From an optimization exercise on the open Yosys and OpenROAD flow, aimed at small area; shortcuts taken in it are not production practice. The RTL was checked by simulation tests, not by an equivalence proof against the original design. No activity file was given, so power comes from the tool's default toggle rates.

## pipe_latches
module pipe_latches #(
	parameter pipe_pkg::word_t pc_initial = 32'h0000_1000
) (
	input logic clk,
	input logic reset,
	input logic flush,
	input logic stall,
	input logic icache_stall,
	input logic hazard,
	input logic [65:0] fd_in,
	input logic [147:0] dx_in,
	input logic [107:0] xm_in,
	input logic [71:0] mw_in,
	input logic [31:0] fd_exc,
	input logic [31:0] dx_exc,
	input logic [31:0] xm_exc,
	input logic [31:0] mw_exc,
	input logic [31:0] mem_addr,
	output logic [65:0] fd_out,
	output logic [147:0] dx_out,
	output logic [107:0] xm_out,
	output logic [71:0] mw_out,
	output logic [95:0] fd_rec,
	output logic [95:0] dx_rec,
	output logic [95:0] xm_rec,
	output logic [95:0] mw_rec
);
	pipe_pkg::cause_t fd_cause, dx_cause, xm_cause;
	pipe_pkg::word_t fd_addr, dx_addr, xm_addr;
	fetch_latch #(.pc_initial(pc_initial)) i_fetch_latch (
		.clk(clk),
		.reset(reset),
		.flush(flush),
		.stall(stall),
		.icache_stall(icache_stall),
		.exc(fd_exc[2:0]),
		.slot_in(fd_in),
		.slot(fd_out),
		.cause(fd_cause),
		.addr(fd_addr)
	);
	decode_latch #(.pc_initial(pc_initial)) i_decode_latch (
		.clk(clk),
		.reset(reset),
		.flush(flush),
		.stall(stall),
		.hazard(hazard),
		.exc(dx_exc[2:0]),
		.slot_in(dx_in),
		.cause_in(fd_cause),
		.addr_in(fd_addr),
		.slot(dx_out),
		.cause(dx_cause),
		.addr(dx_addr)
	);
	execute_latch #(.pc_initial(pc_initial)) i_execute_latch (
		.clk(clk),
		.reset(reset),
		.flush(flush),
		.stall(stall),
		.exc(xm_exc[2:0]),
		.slot_in(xm_in),
		.cause_in(dx_cause),
		.addr_in(dx_addr),
		.slot(xm_out),
		.cause(xm_cause),
		.addr(xm_addr)
	);
	writeback_latch i_writeback_latch (
		.clk(clk),
		.reset(reset),
		.flush(flush),
		.stall(stall),
		.is_ecall(xm_in[2]),  
		.exc(mw_exc[2:0]),
		.mem_addr(mem_addr),
		.slot_in(mw_in),
		.cause_in(xm_cause),
		.addr_in(xm_addr),
		.slot(mw_out),
		.rec(mw_rec)
	);
	assign fd_rec = {29'd0, fd_cause, fd_addr, fd_addr};
	assign dx_rec = {29'd0, dx_cause, dx_addr, dx_addr};
	assign xm_rec = {29'd0, xm_cause, xm_addr, xm_addr};
endmodule
Size: roughly 500 flip-flops.
Settings: LEC_CHECK=0, CAP_MARGIN=20, CORE_AREA=5 5 255 125, DIE_AREA=0 0 260 130, SLEW_MARGIN=20, SYNTH_HIERARCHICAL=1, SYNTH_MINIMUM_KEEP_SIZE=0; clock period 5.0 ns.
standard.sh (not shown) runs the stock make flow with config.mk's settings and CLKGATE_MAP_FILE= SYNTH_SCRIPT=/design/flow/synth_recipe.tcl, a recipe that flattens the netlist after the stock synthesis.
==> flow/flow/run.sh <==
#!/bin/bash
# The standard layout, with every port buffered by the smallest buffer (buf_1) instead of the
# cell buffer_ports picks by default, I/O pins one routing track apart instead of two so that
# the ports fit around a smaller die, and clock tree synthesis without dummy loads.
# Everything else is the standard.sh unchanged; ORFS's logs stay under orfs/logs.
set -euo pipefail
bash standard.sh "BUFFER_PORTS_ARGS=-buffer_cell sky130_fd_sc_hd__buf_1" \
	"PLACE_PINS_ARGS=-min_distance 1 -min_distance_in_tracks" \
	"CTS_ARGS=-sink_clustering_enable -repair_clock_nets -buf_list sky130_fd_sc_hd__clkbuf_4 -sink_clustering_size 10 -sink_clustering_max_diameter 40 -dont_use_dummy_load" \
	finish > make_finish.log 2>&1
The first run produced a clean layout.
Rerun with:
CORE_AREA = 5 5 245 145   (was 5 5 255 125)
DIE_AREA = 0 0 250 150   (was 0 0 260 130)
Effect: The new run ran to the end with no violations. Clock-buffer cell count increases by 1. Power is about the same. Die area increases by 11%. Design area increases by 0.54%. Wire length increases by 7.9%. Hold slack is worse by 21 ps. Clock skew decreases by 17 ps. Core utilization decreases by 8.9 points. Non-clock buffer count increases by 5.

Another version of the RTL of pipe_latches (not shown whole).
Size: ~500 flip-flops, roughly 19,000 sq um of cells after synthesis.
==> flow/config.mk <==
export PLATFORM = sky130hd
export DESIGN_NAME = pipe_latches
export DESIGN_NICKNAME = pipe_latches
export VERILOG_FILES = /design/flow/design.v
export SDC_FILE = /design/flow/constraint.sdc
export NUM_CORES = 4
export LEC_CHECK = 0
export CAP_MARGIN = 20
export CORE_AREA = 5 5 205 205
export DIE_AREA = 0 0 210 210
export SLEW_MARGIN = 20
export SYNTH_HIERARCHICAL = 1
export SYNTH_MINIMUM_KEEP_SIZE = 0
==> flow/constraint.sdc <==
create_clock -name core_clock -period 5.0 [get_ports {clk}]
set_input_delay 1.0000 -clock core_clock [delete_from_list [all_inputs] [get_ports {clk}]]
set_output_delay 1.0000 -clock core_clock [all_outputs]
set_load 0.01 [all_outputs]
==> flow/flow/run.sh <==
#!/bin/bash
# The standard layout, with every port buffered by the smallest buffer (buf_1) instead of the
# cell buffer_ports picks by default, I/O pins one routing track apart instead of two so that
# the ports fit around a smaller die, and clock tree synthesis without dummy loads.
# Everything else is the standard.sh unchanged; ORFS's logs stay under orfs/logs.
set -euo pipefail
bash standard.sh "BUFFER_PORTS_ARGS=-buffer_cell sky130_fd_sc_hd__buf_1" \
	"PLACE_PINS_ARGS=-min_distance 1 -min_distance_in_tracks" \
	"CTS_ARGS=-sink_clustering_enable -repair_clock_nets -buf_list sky130_fd_sc_hd__clkbuf_16 -sink_clustering_size 32 -sink_clustering_max_diameter 60 -dont_use_dummy_load" \
	finish > make_finish.log 2>&1
Next try:
==> flow/flow/run.sh (replaced) <==
#!/bin/bash
# The standard layout, with every port buffered by the smallest buffer (buf_1) instead of the
# cell buffer_ports picks by default, and I/O pins one routing track apart instead of two so
# that the ports fit around a smaller die. Everything else is the standard.sh unchanged.
set -euo pipefail
bash standard.sh "BUFFER_PORTS_ARGS=-buffer_cell sky130_fd_sc_hd__buf_1" \
	"PLACE_PINS_ARGS=-min_distance 1 -min_distance_in_tracks" finish > make_finish.log 2>&1
CTS_BUF_LIST = sky130_fd_sc_hd__clkbuf_4   (was unset)
SYNTH_HIERARCHICAL = unset   (was 1)
SYNTH_MINIMUM_KEEP_SIZE = unset   (was 0)
Effect: Synthesized area came out higher by 1.9%. Die area does not change. Sequential power barely changes. Clock power came out higher by 34%. Setup slack got worse by 440 ps. Routed wire length rose by 5.9%. Final cell count rose by 17%. Cell area went up by 5.6%.
Next try:
==> flow/flow/run.sh (replaced) <==
#!/bin/bash
# The standard layout, with every port buffered by the smallest buffer (buf_1) instead of the
# cell buffer_ports picks by default, I/O pins one routing track apart instead of two so that
# the ports fit around a smaller die, and clock tree synthesis without dummy loads.
# Everything else is the standard.sh unchanged; ORFS's logs stay under orfs/logs.
set -euo pipefail
bash standard.sh "BUFFER_PORTS_ARGS=-buffer_cell sky130_fd_sc_hd__buf_1" \
	"PLACE_PINS_ARGS=-min_distance 1 -min_distance_in_tracks" \
	"CTS_ARGS=-sink_clustering_enable -repair_clock_nets -buf_list sky130_fd_sc_hd__clkbuf_4 -sink_clustering_size 10 -sink_clustering_max_diameter 40 -dont_use_dummy_load" \
	finish > make_finish.log 2>&1
CTS_BUF_LIST = unset   (was sky130_fd_sc_hd__clkbuf_4)
SYNTH_HIERARCHICAL = 1   (was unset)
SYNTH_MINIMUM_KEEP_SIZE = 0   (was unset)
Combinational power shrinks by roughly a tenth. Hold slack gains 62 ps. Count of clock-buffer cells in the layout drops by 117. Cell area went down by a few percent. Non-clock buffer count shrinks by 3. Clock power shrinks by well over a third.
Next try:
PLACE_DENSITY = 0.8   (was unset)
=>
- The new run completed with no timing, DRC or antenna violations
- cell area stays flat
- fmax decreases by about 3.3%
- power increases by about 0.5%
- global-route usage increases by 1.0 points
- worst setup slack degrades by 140 ps
Next try:
CORE_AREA = 5 5 245 145   (was 5 5 205 205)
DIE_AREA = 0 0 250 150   (was 0 0 210 210)
PLACE_DENSITY = unset   (was 0.8)
- The changed run ran to the end with no violations
- routed wire length came out lower by a little under a tenth
- synthesized cell count stays the same
- final area falls slightly

## port drivers added, routing unchanged
The flow's constraints put no driver on any port. The routed layouts listed below were extracted and timed again, unchanged, in two steps.
Step 1 sets driving cells, clkbuf_16 on the clock port and buf_2 on the other inputs (assumed; they add their load-dependent delay and slew).
Step 2, shift: input delay + t, output delay - t, t = (earliest + latest rising clock arrival at the registers) / 2. This alone moves slack from input paths to output paths.
Slacks: ideal / step 1 / step 2; pairs: ideal / step 1.
run	t (ns)	setup WS [ns]	worst register clock-pin slew, ns
the first run of note 1	0.776	0.672 / 0.622 / 1.398	0.12 / 0.12
the second run of note 1	0.804	0.767 / 0.713 / 1.517	0.11 / 0.11
the first run of note 2	0.591	1.059 / 1.003 / 1.594	0.09 / 0.09
the second run of note 2	0.873	0.614 / 0.560 / 1.364	0.07 / 0.07
the third run of note 2	0.786	0.901 / 0.849 / 1.635	0.12 / 0.12
the fourth run of note 2	0.792	0.762 / 0.710 / 1.503	0.11 / 0.11
the fifth run of note 2	0.804	0.789 / 0.740 / 1.544	0.12 / 0.12
After both steps setup and hold are still met in every run listed.
